From an optimization exercise on the open Yosys and OpenROAD flow, aimed at small area, a short achievable clock period and few clock cycles; shortcuts taken in it are not production practice.
Where RTL was checked, it was by simulation tests only, not by an equivalence proof against the original.
Function not checked in run 2: the RTL went through the layout flow alone.
Power figures rest on the tool's default switching activity, not on a simulated workload.

### flow/config.mk
export PLATFORM = sky130hd
export DESIGN_NAME = prime_sieve_ctrl
export DESIGN_NICKNAME = prime_sieve_ctrl
export VERILOG_FILES = /design/flow/design.v
export SDC_FILE = /design/flow/constraint.sdc
export NUM_CORES = 4
export LEC_CHECK = 0
export CAP_MARGIN = 20
export CORE_MARGIN = 2
export CORE_UTILIZATION = 40
export SETUP_SLACK_MARGIN = 3.6
export SLEW_MARGIN = 20
### flow/constraint.sdc
create_clock -name core_clock -period 6.5 [get_ports {Clock}]
set_input_delay 1.3000 -clock core_clock [delete_from_list [all_inputs] [get_ports {Clock}]]
set_output_delay 1.3000 -clock core_clock [all_outputs]
set_load 0.01 [all_outputs]
### flow/design.v
module prime_sieve_ctrl #(
  parameter int N      = 1024,
  parameter int ADDR_W = 10,
  parameter int CNT_W  = 10
) (
  input  logic              Clock,
  input  logic              Reset_n,
  input  logic              Start,
  input  logic              En,
  output logic              Busy,
  output logic              Done,
  output logic              PrimeValid,
  output logic [ADDR_W-1:0] Prime,
  output logic [CNT_W-1:0]  PrimeCount
);
  localparam logic [7:0] LAST = 8'd172;    
  function automatic logic [2:0] skip_at(input logic [7:0] i);
    case (i)
      8'd1: skip_at = 3'd7;
      8'd8: skip_at = 3'd1;
      8'd10: skip_at = 3'd1;
      8'd14: skip_at = 3'd1;
      8'd15: skip_at = 3'd1;
      8'd17: skip_at = 3'd1;
      8'd20: skip_at = 3'd1;
      8'd22: skip_at = 3'd1;
      8'd23: skip_at = 3'd2;
      8'd29: skip_at = 3'd4;
      8'd31: skip_at = 3'd1;
      8'd33: skip_at = 3'd2;
      8'd35: skip_at = 3'd1;
      8'd36: skip_at = 3'd1;
      8'd38: skip_at = 3'd1;
      8'd39: skip_at = 3'd1;
      8'd41: skip_at = 3'd2;
      8'd45: skip_at = 3'd3;
      8'd46: skip_at = 3'd3;
      8'd50: skip_at = 3'd1;
      8'd52: skip_at = 3'd2;
      8'd53: skip_at = 3'd1;
      8'd54: skip_at = 3'd1;
      8'd55: skip_at = 3'd1;
      8'd57: skip_at = 3'd1;
      8'd60: skip_at = 3'd2;
      8'd61: skip_at = 3'd4;
      8'd65: skip_at = 3'd4;
      8'd66: skip_at = 3'd1;
      8'd67: skip_at = 3'd2;
      8'd70: skip_at = 3'd1;
      8'd71: skip_at = 3'd2;
      8'd72: skip_at = 3'd1;
      8'd73: skip_at = 3'd1;
      8'd75: skip_at = 3'd1;
      8'd76: skip_at = 3'd2;
      8'd78: skip_at = 3'd2;
      8'd79: skip_at = 3'd2;
      8'd81: skip_at = 3'd2;
      8'd83: skip_at = 3'd1;
      8'd85: skip_at = 3'd1;
      8'd86: skip_at = 3'd2;
      8'd90: skip_at = 3'd3;
      8'd91: skip_at = 3'd2;
      8'd93: skip_at = 3'd2;
      8'd95: skip_at = 3'd1;
      8'd96: skip_at = 3'd3;
      8'd98: skip_at = 3'd5;
      8'd99: skip_at = 3'd1;
      8'd100: skip_at = 3'd2;
      8'd101: skip_at = 3'd1;
      8'd102: skip_at = 3'd1;
      8'd104: skip_at = 3'd1;
      8'd105: skip_at = 3'd2;
      8'd106: skip_at = 3'd1;
      8'd107: skip_at = 3'd1;
      8'd109: skip_at = 3'd1;
      8'd110: skip_at = 3'd1;
      8'd113: skip_at = 3'd3;
      8'd114: skip_at = 3'd2;
      8'd117: skip_at = 3'd1;
      8'd118: skip_at = 3'd1;
      8'd120: skip_at = 3'd3;
      8'd122: skip_at = 3'd1;
      8'd123: skip_at = 3'd2;
      8'd124: skip_at = 3'd2;
      8'd125: skip_at = 3'd2;
      8'd126: skip_at = 3'd2;
      8'd127: skip_at = 3'd2;
      8'd128: skip_at = 3'd1;
      8'd129: skip_at = 3'd1;
      8'd131: skip_at = 3'd2;
      8'd132: skip_at = 3'd1;
      8'd134: skip_at = 3'd2;
      8'd136: skip_at = 3'd4;
      8'd137: skip_at = 3'd2;
      8'd138: skip_at = 3'd3;
      8'd140: skip_at = 3'd2;
      8'd144: skip_at = 3'd2;
      8'd145: skip_at = 3'd4;
      8'd149: skip_at = 3'd4;
      8'd153: skip_at = 3'd6;
      8'd155: skip_at = 3'd2;
      8'd156: skip_at = 3'd2;
      8'd157: skip_at = 3'd2;
      8'd159: skip_at = 3'd1;
      8'd160: skip_at = 3'd1;
      8'd161: skip_at = 3'd4;
      8'd163: skip_at = 3'd1;
      8'd164: skip_at = 3'd1;
      8'd165: skip_at = 3'd2;
      8'd166: skip_at = 3'd1;
      8'd167: skip_at = 3'd3;
      8'd169: skip_at = 3'd1;
      default: skip_at = 3'd0;
    endcase
  endfunction
  function automatic logic [4:0] step_at(input logic pos, input logic [2:0] code);
    case ({pos, code})
      4'd0: step_at = {4'd1, 1'b1};
      4'd1: step_at = {4'd3, 1'b0};
      4'd2: step_at = {4'd4, 1'b1};
      4'd3: step_at = {4'd6, 1'b0};
      4'd4: step_at = {4'd7, 1'b1};
      4'd5: step_at = {4'd9, 1'b0};
      4'd6: step_at = {4'd10, 1'b1};
      4'd7: step_at = {4'd1, 1'b0};
      4'd8: step_at = {4'd2, 1'b0};
      4'd9: step_at = {4'd3, 1'b1};
      4'd10: step_at = {4'd5, 1'b0};
      4'd11: step_at = {4'd6, 1'b1};
      4'd12: step_at = {4'd8, 1'b0};
      4'd13: step_at = {4'd9, 1'b1};
      4'd14: step_at = {4'd11, 1'b0};
      4'd15: step_at = {4'd0, 1'b0};
      default: step_at = 5'd0;
    endcase
  endfunction
  logic [7:0] idx_q;       
  logic [8:0] half_q;      
  logic       busy_q, done_q;
  logic       pos_q;       
  logic [2:0] code_q;      
  logic [4:0] step_s;
  assign step_s = step_at(pos_q, code_q);
  always_ff @(posedge Clock or negedge Reset_n) begin
    if (!Reset_n) begin
      idx_q  <= '0;
      half_q <= '0;
      busy_q <= 1'b0;
      done_q <= 1'b0;
      pos_q  <= 1'b0;
      code_q <= '0;
    end else if (En) begin
      if (busy_q) begin
        if (idx_q == LAST) begin
          busy_q <= 1'b0;
          done_q <= 1'b1;
        end else begin
          idx_q  <= idx_q + 8'd1;
          half_q <= half_q + {5'd0, step_s[4:1]};
          pos_q  <= step_s[0];
          code_q <= skip_at(idx_q);
        end
      end else if (Start) begin
        idx_q  <= 8'd1;
        half_q <= 9'd1;
        pos_q  <= 1'b1;
        code_q <= 3'd7;
        busy_q <= 1'b1;
        done_q <= 1'b0;
      end
    end
  end
  assign Busy       = busy_q;
  assign Done       = done_q;
  assign PrimeValid = busy_q & En;
  assign Prime      = {half_q, (idx_q[7:1] != 7'd0)};
  assign PrimeCount = {2'b00, idx_q};
endmodule
### flow/flow/run.sh
#!/bin/bash
# Own layout flow: the standard ORFS flow (standard.sh) with
#  - synthesis: the standard script, but without Yosys's full-adder extraction
#    and with ABC's default liberty mapping in place of ORFS's speed script;
#    registers, their names and cell types are those of the standard synthesis;
#  - every port still buffered, with sky130_fd_sc_hd__buf_1 as the port buffer;
#  - CTS without dummy loads.
# Each tool's full output goes to a log file in the work folder.
set -euo pipefail
W=$(pwd)
export MY_ABC_D=${MY_ABC_D:-3000}
export MY_ABC_SCRIPT="$W/flow/abc.script"
bash standard.sh SYNTH_SCRIPT="$W/flow/synth.tcl" ADDER_MAP_FILE= synth > "$W/synth.log" 2>&1
bash standard.sh \
  "BUFFER_PORTS_ARGS=-buffer_cell sky130_fd_sc_hd__buf_1" \
  "CTS_ARGS=-sink_clustering_enable -repair_clock_nets -dont_use_dummy_load" \
  finish > "$W/layout.log" 2>&1
### flow/flow/abc.script
strash
&get -n
&fraig -x
&put
dc2
strash
&get -n
&dch -f
&nf -R 1000
&put
&get -n
&st
&dch -f
&nf -R 1000
&put
&get -n
&st
&dch -f
&nf -R 1000
&put
### flow/flow/synth.tcl
# Standard synthesis (synth_recipe.tcl) with ABC's default liberty mapping in
# place of ORFS's speed script.
proc synth {args} { yosys synth -nofsm -noshare {*}$args }

proc abc {args} {
  set keep {}
  set skip 0
  foreach a $args {
    if {$skip} { set skip 0; continue }
    if {$a eq "-script" || $a eq "-D"} { set skip 1; continue }
    lappend keep $a
  }
  if {[info exists ::env(MY_ABC_SCRIPT)] && $::env(MY_ABC_SCRIPT) ne ""} {
    set keep [concat [list -script $::env(MY_ABC_SCRIPT)] $keep]
  }
  if {[info exists ::env(MY_ABC_D)] && $::env(MY_ABC_D) ne ""} {
    lappend keep -D $::env(MY_ABC_D)
  }
  puts "my abc: $keep"
  yosys abc {*}$keep
}
source $::env(SCRIPTS_DIR)/synth.tcl
# left out here: clear keep_hierarchy, flatten, clean up, hide names made inside functions, write 1_2_yosys.v
### flow/standard.sh
#!/bin/bash
# synth_recipe.tcl (not shown) runs the flow's synth.tcl, then flattens the netlist and writes it again
# the make line also repeats each setting of config.mk as NAME=value (left out here)
make -C /OpenROAD-flow-scripts/flow DESIGN_CONFIG=/design/flow/config.mk WORK_HOME=/design/flow/orfs CLKGATE_MAP_FILE= SYNTH_SCRIPT=/design/flow/synth_recipe.tcl "${@:-finish}"
==> flow_results.xml, run 1 <==
<?xml version="1.0" encoding="UTF-8"?>
<metrics>
  <group name="run_status">
    <metric name="outcome" unit="">timing/DRC/antenna clean</metric>
  </group>
  <group name="floorplan">
    <metric name="fp.dieH" unit="um">67.0</metric>
    <metric name="floorplan.core_area" unit="um2">3740</metric>
    <metric name="initial_core_util" unit="">0.424</metric>
    <metric name="die-area" unit="um2">4490</metric>
    <metric name="top_level_ports" unit="">27</metric>
    <metric name="die-width" unit="um">67.0</metric>
    <metric name="std_cell_rows" unit="">22</metric>
  </group>
  <group name="power_and_ir_drop">
    <metric name="share_comb_of_total_power" unit="">0.528</metric>
    <metric name="leakage" unit="uW">0.000737</metric>
    <metric name="power_switching_share" unit="">0.486</metric>
    <metric name="p_seq_frac" unit="">0.360</metric>
    <metric name="pd_cells" unit="nW/um2">409</metric>
    <metric name="max-vdd-ir-drop" unit="mV">0.217</metric>
    <metric name="power_report.internal_total" unit="uW">387</metric>
    <metric name="power_frac_clock" unit="">0.112</metric>
    <metric name="p_sw" unit="uW">366</metric>
  </group>
  <group name="critical_path">
    <metric name="r2r-start" unit="">code_q[0]</metric>
    <metric name="crit_path_end_kind" unit="">output port</metric>
    <metric name="timing.setup.critical_path_class" unit="">input pin to output port</metric>
    <metric name="r2r_slack" unit="ns">3.83</metric>
    <metric name="critPathBufInv" unit="">3</metric>
    <metric name="timing.critical_path.depth" unit="">4</metric>
    <metric name="critical-path-slowest-cell" unit="">sky130_fd_sc_hd__buf_12</metric>
    <metric name="cp.arrival" unit="ns">1.63</metric>
    <metric name="critical_path.max_stage_delay" unit="ns">0.11</metric>
    <metric name="setup.worst_path.start_class" unit="">input pin</metric>
    <metric name="ff2ff_path_depth" unit="">15</metric>
    <metric name="r2r-end" unit="">half_q[8]</metric>
    <metric name="data_required_time_at_the_worst_endpoint" unit="ns">5.20</metric>
    <metric name="setup.worst_path.end" unit="">PrimeValid</metric>
    <metric name="worstPathCellList" unit="">buf_12, nand2_8, clkinv_4, buf_6</metric>
    <metric name="cpLargestDelayFamily" unit="">buffers and inverters</metric>
    <metric name="critical_path.startpoint" unit="">En</metric>
    <metric name="worstPathMaxFanout" unit="">4</metric>
  </group>
  <group name="clock_tree">
    <metric name="htree_num_levels" unit="">1</metric>
    <metric name="clk_path_buf_depth" unit="">2</metric>
    <metric name="clkSinkCount" unit="">23</metric>
    <metric name="path_clk_slew" unit="ns">0.08</metric>
    <metric name="numCtsBuffers" unit="">3</metric>
    <metric name="clock_insertion_delay_worst_skew" unit="ns">0.26</metric>
    <metric name="cts_root_buf" unit="">sky130_fd_sc_hd__clkbuf_8</metric>
    <metric name="cts_post_setup_buffers_inserted" unit="">0</metric>
    <metric name="cts.hold.buffers_added" unit="">0</metric>
    <metric name="tritoncts" unit="">built</metric>
  </group>
  <group name="logic_synthesis">
    <metric name="syn_avg_cell_area" unit="um2">7.45</metric>
    <metric name="netlist-cell-type-count" unit="">39</metric>
    <metric name="async_flop_share" unit="">1.00</metric>
    <metric name="synth_top_cell_area_share" unit="">0.363</metric>
    <metric name="synthCells" unit="">213</metric>
    <metric name="sequential_area_share_after_synthesis" unit="">0.363</metric>
    <metric name="synthFlopType" unit="">sky130_fd_sc_hd__dfrtp_1</metric>
    <metric name="number_of_synthesized_flops_with_an_enable_pin" unit="">0</metric>
    <metric name="synthDominantAreaCellType" unit="">sky130_fd_sc_hd__dfrtp_1</metric>
    <metric name="synth_seq_cells" unit="">23</metric>
    <metric name="synth.top_cells.by_count" unit="">sky130_fd_sc_hd__nand2_1 (29), sky130_fd_sc_hd__o21ai_0 (29), sky130_fd_sc_hd__nor2_1 (27)</metric>
    <metric name="dominant_cells_by_area_after_synthesis" unit="">sky130_fd_sc_hd__dfrtp_1 (36%), sky130_fd_sc_hd__o21ai_0 (9.1%), sky130_fd_sc_hd__nand2_1 (6.9%), sky130_fd_sc_hd__nor2_1 (6.4%), sky130_fd_sc_hd__a21oi_1 (6.3%)</metric>
    <metric name="synth.yosys.warnings" unit="">1</metric>
    <metric name="mappedNetlistArea" unit="um2">1590</metric>
  </group>
  <group name="route">
    <metric name="detailroute.via_count" unit="">1675</metric>
    <metric name="drt-wirelength-per-cell" unit="um">14.5</metric>
    <metric name="post-route-drc-count" unit="">0</metric>
    <metric name="detail_route.iter0.violations" unit="">107</metric>
    <metric name="antenna_left" unit="">0</metric>
    <metric name="detail_route.first_pass.iterations" unit="">4</metric>
    <metric name="finalWirelength" unit="um">4180</metric>
    <metric name="drt-vias-per-instance" unit="">5.82</metric>
  </group>
  <group name="timing">
    <metric name="fin_setup_tns" unit="ns">0</metric>
    <metric name="final_max_slew_viol_count" unit="">0</metric>
    <metric name="hold_viol" unit="">0</metric>
    <metric name="fmax" unit="MHz">341</metric>
    <metric name="fin_crit_sh" unit="">0.451</metric>
    <metric name="report.final.setup_viol" unit="">0</metric>
    <metric name="worst_hold_slack" unit="ns">0.470</metric>
    <metric name="rsz_0062_raised_after_global_routing" unit="">yes</metric>
    <metric name="fin_worst_skew" unit="ns">0.00381</metric>
    <metric name="relative_slew_margins" unit="">0.540</metric>
    <metric name="period_needed" unit="ns">2.93</metric>
    <metric name="slew_of_the_pin_with_the_lowest_slew_margin" unit="ns">0.690</metric>
  </group>
  <group name="global_routing">
    <metric name="first_pass_grt_wire_length" unit="um">7020</metric>
    <metric name="first_global_vias" unit="">1414</metric>
    <metric name="maximum_number_of_pins_on_one_net_before_global_route_repair" unit="">26</metric>
    <metric name="grtUsageTotal" unit="">0.203</metric>
    <metric name="antenna_found_initial" unit="">0</metric>
    <metric name="grt_remaining_overflow" unit="">0</metric>
  </group>
  <group name="placed_design">
    <metric name="gp_congestion" unit="">0.890</metric>
    <metric name="port_buffers" unit="">24</metric>
    <metric name="post-dp-hpwl" unit="um">2890</metric>
  </group>
  <group name="final_layout">
    <metric name="n_fill_cell" unit="">384</metric>
    <metric name="post_route_cells_drive_above_1_share" unit="">0.0708</metric>
    <metric name="multi_input_comb_area" unit="um2">1020</metric>
    <metric name="final-seq-area" unit="um2">579</metric>
    <metric name="antenna_cells_inserted" unit="">0</metric>
    <metric name="area_growth_syn_to_layout" unit="%">16.1</metric>
    <metric name="fin_nets" unit="">246</metric>
  </group>
  <group name="hold_path">
    <metric name="hold_class" unit="">register to register</metric>
  </group>
  <group name="run">
    <metric name="max-cap-violations" unit="">0</metric>
  </group>
</metrics>
## layout by cell type (no fill, tap or decap), types with 3 or more instances in the layout
cell type / count
sky130_fd_sc_hd__xnor2_1: 3
sky130_fd_sc_hd__dfrtp_1: 20
sky130_fd_sc_hd__o21ai_0: 28
sky130_fd_sc_hd__dfrtp_2: 3
sky130_fd_sc_hd__a31oi_1: 6
sky130_fd_sc_hd__clkbuf_8: 3
sky130_fd_sc_hd__a21oi_1: 20
sky130_fd_sc_hd__o22ai_1: 3
sky130_fd_sc_hd__and3_1: 6
sky130_fd_sc_hd__nor2b_1: 5
sky130_fd_sc_hd__nand3_1: 8
sky130_fd_sc_hd__buf_1: 22
sky130_fd_sc_hd__clkinv_1: 4
sky130_fd_sc_hd__nand2b_1: 5
sky130_fd_sc_hd__o31ai_1: 3
sky130_fd_sc_hd__nor2_2: 3
sky130_fd_sc_hd__nor3_1: 8
sky130_fd_sc_hd__nor2_1: 23
sky130_fd_sc_hd__nand2_1: 28
## cell families after synthesis
group / count (synthesis) / share of synthesized area
buffers and inverters: 7 / 0.0213
XOR/XNOR: 4 / 0.0221
AND/OR/NAND/NOR: 99 / 0.290
flip-flops: 23 / 0.363
AO/OA/AOI/OAI: 79 / 0.301
other: 1 / 0.00236
## worst min-delay path by stage
stage | start | endpoint | cells past startpoint
global placement | half_q[8] | half_q[8] | 1
floorplan | half_q[8] | half_q[8] | 1
finish | half_q[8] | half_q[8] | 1
detailed placement | half_q[8] | half_q[8] | 1
global route | half_q[8] | half_q[8] | 1
CTS | half_q[8] | half_q[8] | 1
## layer usage
metal  up-vias  global-route usage  wire length (um)
li1        841                   -                 -
met2        60               0.288              1880
met5         -                   0                 0
met1       770               0.324              2010
met3         4              0.0372               261
met4         0              0.0230                31
## power by group through the flow
| stage | combinational [uW] | sequential (uW) | clock, uW |
|---|---|---|---|
| 2_1_floorplan | 284 | 260 | 0 |
| 3_3_place_gp | 385 | 269 | 0 |
| 3_5_place_dp | 381 | 268 | 0 |
| 4_1_cts | 389 | 266 | 87.7 |
| 5_1_grt | 445 | 281 | 95.0 |
| 6_report | 398 | 271 | 84.1 |
## layout make-up
type / instances / area share
repair buffers: 25 / 0.0659
well taps: 48 / 0.0326
multi-input cells: 184 / 0.552
flip-flops and latches: 23 / 0.315
clock buffers: 3 / 0.0224
inverters: 5 / 0.0129
## registers in the layout, summed over array words and instances (netlist names)
| register | cells |
|---|---|
| busy_q | 1 |
| idx_q | 8 |
| done_q | 1 |
| half_q | 9 |
| pos_q | 1 |
| code_q | 3 |
## per-stage QoR
| stage | power (uW) | std cells | utilization | area [um2] | setup WS, ns |
|---|---|---|---|---|---|
| after floorplan | 544 | 214 | - | 1590 | 3.60 |
| after global placement | 654 | 285 | 0.464 | 1740 | 3.28 |
| after detailed placement | 649 | 285 | 0.464 | 1740 | 3.20 |
| after CTS | 743 | 288 | 0.485 | 1820 | 3.56 |
| after global routing | 822 | 288 | 0.492 | 1840 | 3.55 |
| final | 753 | 288 | 0.492 | 1840 | 3.57 |
## repair_timing
item                                    CTS  global route
pin swaps                                 1             0
resized for setup                        13            11
endpoints found under the setup margin    4             8
Testbench counts, summed over its fixed seeds: cycles 2,080.
==> run 2: changes to the inputs <==
--- a/flow/design.v
+++ b/flow/design.v
@@ -142,4 +142,264 @@
   logic [4:0] step_s;
   assign step_s = step_at(pos_q, code_q);
+  logic [2:0] rom_s;
+  logic rom_n12;
+  logic rom_n13;
+  logic rom_n14;
+  logic rom_n15;
+  logic rom_n16;
+  logic rom_n17;
+  logic rom_n18;
+  logic rom_n19;
+  logic rom_n20;
+  logic rom_n21;
+  logic rom_n22;
+  logic rom_n23;
+  logic rom_n24;
+  logic rom_n25;
+  logic rom_n26;
+  logic rom_n27;
+  logic rom_n28;
+  logic rom_n29;
+  logic rom_n30;
+  logic rom_n31;
+  logic rom_n32;
+  logic rom_n33;
+  logic rom_n34;
+  logic rom_n35;
+  logic rom_n36;
+  logic rom_n37;
+  logic rom_n38;
+  logic rom_n39;
+  logic rom_n41;
+  logic rom_n42;
+  logic rom_n43;
+  logic rom_n44;
+  logic rom_n45;
+  logic rom_n46;
+  logic rom_n47;
+  logic rom_n48;
+  logic rom_n49;
+  logic rom_n50;
+  logic rom_n51;
+  logic rom_n52;
+  logic rom_n53;
+  logic rom_n54;
+  logic rom_n55;
+  logic rom_n56;
+  logic rom_n57;
+  logic rom_n58;
+  logic rom_n59;
+  logic rom_n60;
+  logic rom_n61;
+  logic rom_n62;
+  logic rom_n63;
+  logic rom_n64;
+  logic rom_n65;
+  logic rom_n66;
+  logic rom_n67;
+  logic rom_n68;
+  logic rom_n69;
+  logic rom_n70;
+  logic rom_n71;
+  logic rom_n72;
+  logic rom_n73;
+  logic rom_n74;
+  logic rom_n75;
+  logic rom_n76;
+  logic rom_n77;
+  logic rom_n78;
+  logic rom_n79;
+  logic rom_n80;
+  logic rom_n81;
+  logic rom_n82;
+  logic rom_n83;
+  logic rom_n84;
+  logic rom_n85;
+  logic rom_n86;
+  logic rom_n87;
+  logic rom_n88;
+  logic rom_n89;
+  logic rom_n90;
+  logic rom_n91;
+  logic rom_n92;
+  logic rom_n93;
+  logic rom_n94;
+  logic rom_n95;
+  logic rom_n96;
+  logic rom_n97;
+  logic rom_n98;
+  logic rom_n99;
+  logic rom_n100;
+  logic rom_n101;
+  logic rom_n102;
+  logic rom_n103;
+  logic rom_n104;
+  logic rom_n105;
+  logic rom_n106;
+  logic rom_n107;
+  logic rom_n108;
+  logic rom_n109;
+  logic rom_n110;
+  logic rom_n111;
+  logic rom_n112;
+  logic rom_n114;
+  logic rom_n115;
+  logic rom_n116;
+  logic rom_n117;
+  logic rom_n118;
+  logic rom_n119;
+  logic rom_n120;
+  logic rom_n121;
+  logic rom_n122;
+  logic rom_n123;
+  logic rom_n124;
+  logic rom_n125;
+  logic rom_n126;
+  logic rom_n127;
+  logic rom_n128;
+  logic rom_n129;
+  logic rom_n130;
+  logic rom_n131;
+  logic rom_n132;
+  logic rom_n133;
+  logic rom_n134;
+  logic rom_n135;
+  logic rom_n136;
+  logic rom_n137;
+  logic rom_n138;
+  logic rom_n139;
+  logic rom_n140;
+  logic rom_n141;
+  assign rom_n12 = ~idx_q[4] & ~idx_q[2];
+  assign rom_n13 = ~idx_q[1] & idx_q[0];
+  assign rom_n14 = ~idx_q[5] & rom_n13;
+  assign rom_n15 = idx_q[1] & ~idx_q[0];
+  assign rom_n16 = idx_q[5] & rom_n15;
+  assign rom_n17 = idx_q[6] & rom_n16;
+  assign rom_n18 = ~rom_n14 & ~rom_n17;
+  assign rom_n19 = rom_n12 & ~rom_n18;
+  assign rom_n20 = idx_q[7] & ~idx_q[1];
+  assign rom_n21 = idx_q[3] & idx_q[2];
+  assign rom_n22 = rom_n13 & rom_n21;
+  assign rom_n23 = ~rom_n20 & ~rom_n22;
+  assign rom_n24 = ~idx_q[6] & ~rom_n23;
+  assign rom_n25 = ~rom_n19 & ~rom_n24;
+  assign rom_n26 = ~idx_q[4] & idx_q[3];
+  assign rom_n27 = ~idx_q[7] & ~rom_n26;
+  assign rom_n28 = ~idx_q[5] & idx_q[3];
+  assign rom_n29 = rom_n12 & rom_n28;
+  assign rom_n30 = ~idx_q[0] & rom_n29;
+  assign rom_n31 = ~rom_n27 & ~rom_n30;
+  assign rom_n32 = ~idx_q[5] & idx_q[4];
+  assign rom_n33 = idx_q[0] & rom_n32;
+  assign rom_n34 = ~rom_n21 & rom_n33;
+  assign rom_n35 = ~idx_q[3] & idx_q[0];
+  assign rom_n36 = idx_q[5] & rom_n12;
+  assign rom_n37 = rom_n35 & rom_n36;
+  assign rom_n38 = ~rom_n34 & ~rom_n37;
+  assign rom_n39 = rom_n31 & rom_n38;
+  assign rom_s[2] = ~rom_n25 & ~rom_n39;
+  assign rom_n41 = ~idx_q[4] & idx_q[1];
+  assign rom_n42 = idx_q[4] & ~idx_q[1];
+  assign rom_n43 = ~rom_n41 & ~rom_n42;
+  assign rom_n44 = ~idx_q[0] & ~rom_n43;
+  assign rom_n45 = idx_q[5] & idx_q[2];
+  assign rom_n46 = rom_n44 & rom_n45;
+  assign rom_n47 = ~idx_q[3] & ~rom_n12;
+  assign rom_n48 = ~rom_n29 & ~rom_n47;
+  assign rom_n49 = ~idx_q[4] & rom_n13;
+  assign rom_n50 = ~rom_n28 & rom_n49;
+  assign rom_n51 = rom_n48 & rom_n50;
+  assign rom_n52 = idx_q[4] & idx_q[0];
+  assign rom_n53 = idx_q[1] & rom_n52;
+  assign rom_n54 = ~idx_q[5] & idx_q[2];
+  assign rom_n55 = rom_n53 & rom_n54;
+  assign rom_n56 = ~idx_q[6] & ~rom_n55;
+  assign rom_n57 = ~rom_n51 & rom_n56;
+  assign rom_n58 = ~rom_n46 & rom_n57;
+  assign rom_n59 = ~idx_q[7] & ~rom_n58;
+  assign rom_n60 = ~rom_n44 & ~rom_n53;
+  assign rom_n61 = ~idx_q[3] & ~rom_n60;
+  assign rom_n62 = ~rom_n26 & ~rom_n41;
+  assign rom_n63 = idx_q[5] & ~rom_n62;
+  assign rom_n64 = ~rom_n49 & ~rom_n63;
+  assign rom_n65 = ~rom_n61 & rom_n64;
+  assign rom_n66 = idx_q[6] & ~rom_n65;
+  assign rom_n67 = ~idx_q[3] & ~idx_q[2];
+  assign rom_n68 = ~rom_n21 & ~rom_n67;
+  assign rom_n69 = idx_q[1] & rom_n32;
+  assign rom_n70 = ~rom_n68 & rom_n69;
+  assign rom_n71 = ~rom_n29 & ~rom_n70;
+  assign rom_n72 = ~rom_n13 & ~rom_n16;
+  assign rom_n73 = rom_n68 & ~rom_n72;
+  assign rom_n74 = ~idx_q[5] & ~idx_q[1];
+  assign rom_n75 = ~idx_q[0] & rom_n74;
+  assign rom_n76 = ~rom_n26 & rom_n75;
+  assign rom_n77 = ~rom_n73 & ~rom_n76;
+  assign rom_n78 = rom_n71 & rom_n77;
+  assign rom_n79 = ~rom_n66 & rom_n78;
+  assign rom_n80 = rom_n59 & rom_n79;
+  assign rom_n81 = idx_q[2] & ~rom_n32;
+  assign rom_n82 = idx_q[3] & rom_n13;
+  assign rom_n83 = ~rom_n81 & rom_n82;
+  assign rom_n84 = idx_q[3] & ~idx_q[2];
+  assign rom_n85 = rom_n75 & ~rom_n84;
+  assign rom_n86 = rom_n33 & rom_n84;
+  assign rom_n87 = ~rom_n85 & ~rom_n86;
+  assign rom_n88 = ~rom_n83 & rom_n87;
+  assign rom_n89 = rom_n15 & ~rom_n48;
+  assign rom_n90 = ~idx_q[5] & rom_n12;
+  assign rom_n91 = ~rom_n45 & ~rom_n90;
+  assign rom_n92 = rom_n35 & ~rom_n91;
+  assign rom_n93 = ~rom_n89 & ~rom_n92;
+  assign rom_n94 = rom_n88 & rom_n93;
+  assign rom_n95 = ~idx_q[4] & rom_n45;
+  assign rom_n96 = ~idx_q[7] & ~idx_q[4];
+  assign rom_n97 = idx_q[5] & ~rom_n96;
+  assign rom_n98 = ~rom_n95 & rom_n97;
+  assign rom_n99 = ~rom_n94 & rom_n98;
+  assign rom_n100 = rom_n14 & rom_n67;
+  assign rom_n101 = idx_q[7] & rom_n43;
+  assign rom_n102 = idx_q[4] & rom_n54;
+  assign rom_n103 = ~rom_n95 & ~rom_n102;
+  assign rom_n104 = ~rom_n101 & rom_n103;
+  assign rom_n105 = ~idx_q[3] & ~idx_q[0];
+  assign rom_n106 = ~rom_n104 & rom_n105;
+  assign rom_n107 = ~rom_n100 & ~rom_n106;
+  assign rom_n108 = ~rom_n99 & rom_n107;
+  assign rom_n109 = idx_q[7] & ~idx_q[6];
+  assign rom_n110 = ~rom_n51 & ~rom_n109;
+  assign rom_n111 = ~rom_n94 & ~rom_n110;
+  assign rom_n112 = rom_n108 & rom_n111;
+  assign rom_s[1] = rom_n80 | rom_n112;
+  assign rom_n114 = idx_q[7] & idx_q[4];
+  assign rom_n115 = ~rom_n108 & ~rom_n114;
+  assign rom_n116 = rom_n35 & rom_n63;
+  assign rom_n117 = ~rom_n30 & ~rom_n116;
+  assign rom_n118 = ~rom_n20 & ~rom_n117;
+  assign rom_n119 = ~rom_n52 & ~rom_n96;
+  assign rom_n120 = idx_q[2] & idx_q[1];
+  assign rom_n121 = rom_n28 & rom_n120;
+  assign rom_n122 = ~rom_n119 & rom_n121;
+  assign rom_n123 = ~rom_n118 & ~rom_n122;
+  assign rom_n124 = ~rom_n115 & rom_n123;
+  assign rom_n125 = ~idx_q[6] & ~rom_n124;
+  assign rom_n126 = ~rom_n49 & ~rom_n89;
+  assign rom_n127 = rom_n45 & ~rom_n126;
+  assign rom_n128 = ~rom_n28 & rom_n41;
+  assign rom_n129 = ~idx_q[5] & ~rom_n43;
+  assign rom_n130 = rom_n84 & ~rom_n129;
+  assign rom_n131 = ~rom_n128 & ~rom_n130;
+  assign rom_n132 = ~idx_q[0] & ~rom_n131;
+  assign rom_n133 = idx_q[0] & ~rom_n71;
+  assign rom_n134 = ~rom_n13 & rom_n36;
+  assign rom_n135 = rom_n35 & rom_n42;
+  assign rom_n136 = ~rom_n100 & rom_n135;
+  assign rom_n137 = ~rom_n134 & ~rom_n136;
+  assign rom_n138 = ~rom_n133 & rom_n137;
+  assign rom_n139 = ~rom_n132 & rom_n138;
+  assign rom_n140 = ~rom_n127 & rom_n139;
+  assign rom_n141 = rom_n59 & ~rom_n140;
+  assign rom_s[0] = rom_n125 | rom_n141;
   always_ff @(posedge Clock or negedge Reset_n) begin
     if (!Reset_n) begin
@@ -159,5 +419,5 @@
           half_q <= half_q + {5'd0, step_s[4:1]};
           pos_q  <= step_s[0];
-          code_q <= skip_at(idx_q);
+          code_q <= rom_s;
         end
       end else if (Start) begin
==> flow/flow/abc.script (replaced) <==
strash
&get -n
&dch -f
&nf -R 1000
&put
==> flow_results.xml, run 2 <==
<?xml version="1.0" encoding="UTF-8"?>
<metrics>
  <group name="route">
    <metric name="finalWirelength" unit="um">4080</metric>
    <metric name="detail_route.iter0.violations" unit="">107</metric>
    <metric name="post-route-drc-count" unit="">0</metric>
    <metric name="drt-vias-per-instance" unit="">5.69</metric>
    <metric name="antenna_left" unit="">0</metric>
    <metric name="drt-wirelength-per-cell" unit="um">14.6</metric>
    <metric name="detail_route.first_pass.iterations" unit="">4</metric>
    <metric name="detailroute.via_count" unit="">1588</metric>
  </group>
  <group name="logic_synthesis">
    <metric name="synthDominantAreaCellType" unit="">sky130_fd_sc_hd__dfrtp_1</metric>
    <metric name="post-synth-top-count-cell" unit="">sky130_fd_sc_hd__nor2_1</metric>
    <metric name="number_of_synthesized_flops_with_an_enable_pin" unit="">0</metric>
    <metric name="synth_seq_cells" unit="">23</metric>
    <metric name="synthCells" unit="">202</metric>
    <metric name="synthFlopType" unit="">sky130_fd_sc_hd__dfrtp_1</metric>
    <metric name="syn_avg_cell_area" unit="um2">7.62</metric>
    <metric name="mappedNetlistArea" unit="um2">1540</metric>
    <metric name="netlist-cell-type-count" unit="">38</metric>
    <metric name="synth.top_cells.by_count" unit="">sky130_fd_sc_hd__nor2_1 (26), sky130_fd_sc_hd__nand2_1 (25), sky130_fd_sc_hd__dfrtp_1 (23)</metric>
    <metric name="sequential_area_share_after_synthesis" unit="">0.374</metric>
    <metric name="dominant_cells_by_area_after_synthesis" unit="">sky130_fd_sc_hd__dfrtp_1 (37%), sky130_fd_sc_hd__a21oi_1 (7.1%), sky130_fd_sc_hd__nor2_1 (6.3%), sky130_fd_sc_hd__o21ai_0 (6.2%), sky130_fd_sc_hd__nand2_1 (6.1%)</metric>
    <metric name="synth.yosys.warnings" unit="">1</metric>
    <metric name="synth_top_cell_area_share" unit="">0.374</metric>
    <metric name="async_flop_share" unit="">1.00</metric>
  </group>
  <group name="critical_path">
    <metric name="worstPathCellList" unit="">buf_8, nand2_4, clkinv_4, buf_6</metric>
    <metric name="cpLargestDelayFamily" unit="">buffers and inverters</metric>
    <metric name="worstPathMaxFanout" unit="">4</metric>
    <metric name="critical-path-slowest-cell" unit="">sky130_fd_sc_hd__buf_6</metric>
    <metric name="critical_path.max_stage_delay" unit="ns">0.11</metric>
    <metric name="r2r-start" unit="">idx_q[3]</metric>
    <metric name="setup.worst_path.start_class" unit="">input pin</metric>
    <metric name="critical_path.startpoint" unit="">En</metric>
    <metric name="cp.arrival" unit="ns">1.64</metric>
    <metric name="timing.setup.critical_path_class" unit="">input pin to output port</metric>
    <metric name="ff2ff_path_depth" unit="">9</metric>
    <metric name="crit_path_end_kind" unit="">output port</metric>
    <metric name="data_required_time_at_the_worst_endpoint" unit="ns">5.20</metric>
    <metric name="r2r_slack" unit="ns">3.95</metric>
    <metric name="r2r-end" unit="">idx_q[7]</metric>
    <metric name="critPathBufInv" unit="">3</metric>
  </group>
  <group name="timing">
    <metric name="final_max_slew_viol_count" unit="">0</metric>
    <metric name="slew_of_the_pin_with_the_lowest_slew_margin" unit="ns">0.700</metric>
    <metric name="post-route-worst-setup-slack" unit="ns">3.56</metric>
    <metric name="rsz_0062_raised_after_global_routing" unit="">yes</metric>
    <metric name="hold_viol" unit="">0</metric>
    <metric name="fin_worst_skew" unit="ns">0.00399</metric>
    <metric name="fin_setup_tns" unit="ns">0</metric>
    <metric name="fin_crit_sh" unit="">0.452</metric>
    <metric name="report.final.setup_viol" unit="">0</metric>
    <metric name="relative_slew_margins" unit="">0.533</metric>
    <metric name="period_needed" unit="ns">2.94</metric>
    <metric name="fmax" unit="MHz">341</metric>
  </group>
  <group name="global_routing">
    <metric name="first_global_vias" unit="">1503</metric>
    <metric name="antenna_found_initial" unit="">0</metric>
    <metric name="grtUsageTotal" unit="">0.208</metric>
    <metric name="maximum_number_of_pins_on_one_net_before_global_route_repair" unit="">24</metric>
    <metric name="first_pass_grt_wire_length" unit="um">7050</metric>
    <metric name="grt_remaining_overflow" unit="">0</metric>
  </group>
  <group name="final_layout">
    <metric name="post_route_cells_drive_above_1_share" unit="">0.0519</metric>
    <metric name="layout.cells.non_filler" unit="">279</metric>
    <metric name="flip_flop_count_of_the_largest_register_all_copies_and_words_added" unit="">9</metric>
    <metric name="layout.cells.most_common_list" unit="">sky130_fd_sc_hd__nor2_1 (25), sky130_fd_sc_hd__nand2_1 (24), sky130_fd_sc_hd__dfrtp_1 (23), sky130_fd_sc_hd__a21oi_1 (22), sky130_fd_sc_hd__buf_1 (22)</metric>
    <metric name="largest_register" unit="">half_q</metric>
    <metric name="antenna_cells_inserted" unit="">0</metric>
    <metric name="area_growth_syn_to_layout" unit="%">16.1</metric>
    <metric name="reg_top3" unit="">half_q: 9 flops, idx_q: 8 flops, code_q: 3 flops</metric>
    <metric name="fin_nets" unit="">237</metric>
    <metric name="n_fill_cell" unit="">389</metric>
    <metric name="final-seq-area" unit="um2">576</metric>
    <metric name="commonest_non_fill_non_tap_cell_in_the_layout" unit="">sky130_fd_sc_hd__nor2_1</metric>
    <metric name="multi_input_comb_area" unit="um2">956</metric>
  </group>
  <group name="clock_tree">
    <metric name="numCtsBuffers" unit="">3</metric>
    <metric name="clk_path_buf_depth" unit="">2</metric>
    <metric name="clkSinkCount" unit="">23</metric>
    <metric name="htree_num_levels" unit="">1</metric>
    <metric name="cts_root_buf" unit="">sky130_fd_sc_hd__clkbuf_8</metric>
    <metric name="clock_insertion_delay_worst_skew" unit="ns">0.26</metric>
    <metric name="path_clk_slew" unit="ns">0.07</metric>
    <metric name="tritoncts" unit="">built</metric>
  </group>
  <group name="floorplan">
    <metric name="die-width" unit="um">66.1</metric>
    <metric name="floorplan.core_area" unit="um2">3690</metric>
    <metric name="top_level_ports" unit="">27</metric>
    <metric name="std_cell_rows" unit="">22</metric>
    <metric name="initial_core_util" unit="">0.418</metric>
    <metric name="fp.dieH" unit="um">66.1</metric>
    <metric name="die-area" unit="um2">4360</metric>
  </group>
  <group name="hold_path">
    <metric name="min_from" unit="">half_q[8]</metric>
    <metric name="hold_class" unit="">register to register</metric>
    <metric name="hold_depth" unit="">1</metric>
    <metric name="worst_hold_path.endpoint" unit="">half_q[8]</metric>
  </group>
  <group name="power_and_ir_drop">
    <metric name="leakage" unit="uW">0.000705</metric>
    <metric name="max-vdd-ir-drop" unit="mV">0.190</metric>
    <metric name="power_switching_share" unit="">0.487</metric>
    <metric name="p_sw" unit="uW">385</metric>
    <metric name="power_frac_clock" unit="">0.105</metric>
    <metric name="pd_cells" unit="nW/um2">442</metric>
    <metric name="share_comb_of_total_power" unit="">0.546</metric>
    <metric name="post-layout-total-power" unit="uW">791</metric>
    <metric name="p_seq_frac" unit="">0.349</metric>
    <metric name="power_report.internal_total" unit="uW">406</metric>
  </group>
  <group name="placed_design">
    <metric name="place_ws" unit="ns">3.27</metric>
    <metric name="post-dp-hpwl" unit="um">2890</metric>
    <metric name="dp_cells" unit="">274</metric>
    <metric name="gp_congestion" unit="">0.885</metric>
    <metric name="port_buffers" unit="">24</metric>
  </group>
  <group name="run_status">
    <metric name="outcome" unit="">timing/DRC/antenna clean</metric>
  </group>
  <group name="run">
    <metric name="max-cap-violations" unit="">0</metric>
  </group>
</metrics>
run 2: worst max path at each step:
| stage | endpoint | slack [ns] | depth (start not counted) |
|---|---|---|---|
| 6_report | PrimeValid | 3.56 | 4 |
| 5_1_grt | PrimeValid | 3.55 | 4 |
| 4_1_cts | PrimeValid | 3.56 | 4 |
| 3_5_place_dp | idx_q[7] | 3.27 | 9 |
| 3_3_place_gp | idx_q[7] | 3.35 | 9 |
| 2_1_floorplan | idx_q[7] | 3.69 | 8 |
run 2: logic make-up (layout without fill, tap and decap cells):
kind of cell    after synthesis  count (layout)  share of synthesized area
xor+xnor                      9               9                     0.0512
compound gates               64              64                      0.249
buf+inv                       7              35                     0.0219
other cells                   1               2                    0.00243
flops                        23              23                      0.374
simple gates                 98              98                      0.302
run 2: final cells by class:
type | instances | area share
sequential | 23 | 0.322
timing repair buffer | 27 | 0.0735
inverter | 5 | 0.0133
multi-input combinational | 173 | 0.535
clock buffer | 3 | 0.0231
tap | 48 | 0.0336
run 2: routing by layer:
metal / wire [um] / GRT usage / up-vias
li1: - / - / 799
met1: 1990 / 0.302 / 726
met2: 1800 / 0.309 / 56
met3: 251 / 0.0528 / 7
met4: 38 / 0.0510 / 0
met5: 0 / 0 / -
run 2: per-stage QoR:
stage	utilization	cell area, um2	hold WS (ns)
2_1_floorplan	-	1540	0.498
4_1_cts	0.481	1770	0.466
6_report	0.485	1790	0.467
3_3_place_gp	0.457	1690	0.454
5_1_grt	0.485	1790	0.496
3_5_place_dp	0.457	1690	0.455
run 2: repair_timing:
action,in CTS,in global routing
gates resized for setup,10,2
setup buffers,1,1
endpoints found under the setup margin,3,5
hold buffers,0,0
pin swaps,1,0
run 2: power groups by stage:
stage / Sequential, uW / Combinational, uW / Clock [uW]
after floorplan: 267 / 315 / 0
after global placement: 277 / 425 / 0
after detailed placement: 276 / 418 / 0
after CTS: 275 / 428 / 86.5
after global routing: 288 / 493 / 92.3
final: 276 / 432 / 83.0

## re-timing with driven ports
No port has a modelled driver above. Below, the same layouts with a new extraction and two added sets of constraints.
Step 1 sets driving cells, clkbuf_16 on the clock port and buf_2 on the other inputs (assumed; they add their load-dependent delay and slew).
Step 2 times the ports against the registers' clock, not the clock port: input delays grow and output delays shrink by t, the midpoint of the rising clock arrivals with the driver on.
Slacks: ideal / step 1 / step 2; pairs: ideal / step 1.
run | t (ns) | slack for setup (ns) | worst setup path after step 2 | latest minus earliest clock arrival (ns)
run 1 | 0.279 | 3.566 / 3.518 / 3.441 | input to register | 0.004 / 0.004
run 2 | 0.283 | 3.565 / 3.526 / 3.526 | input to output | 0.004 / 0.004
After both steps setup and hold are still met in every run listed. The setup slack of run 1, which loses most, moves by -0.048 ns with the drivers and by -0.125 ns with both steps.
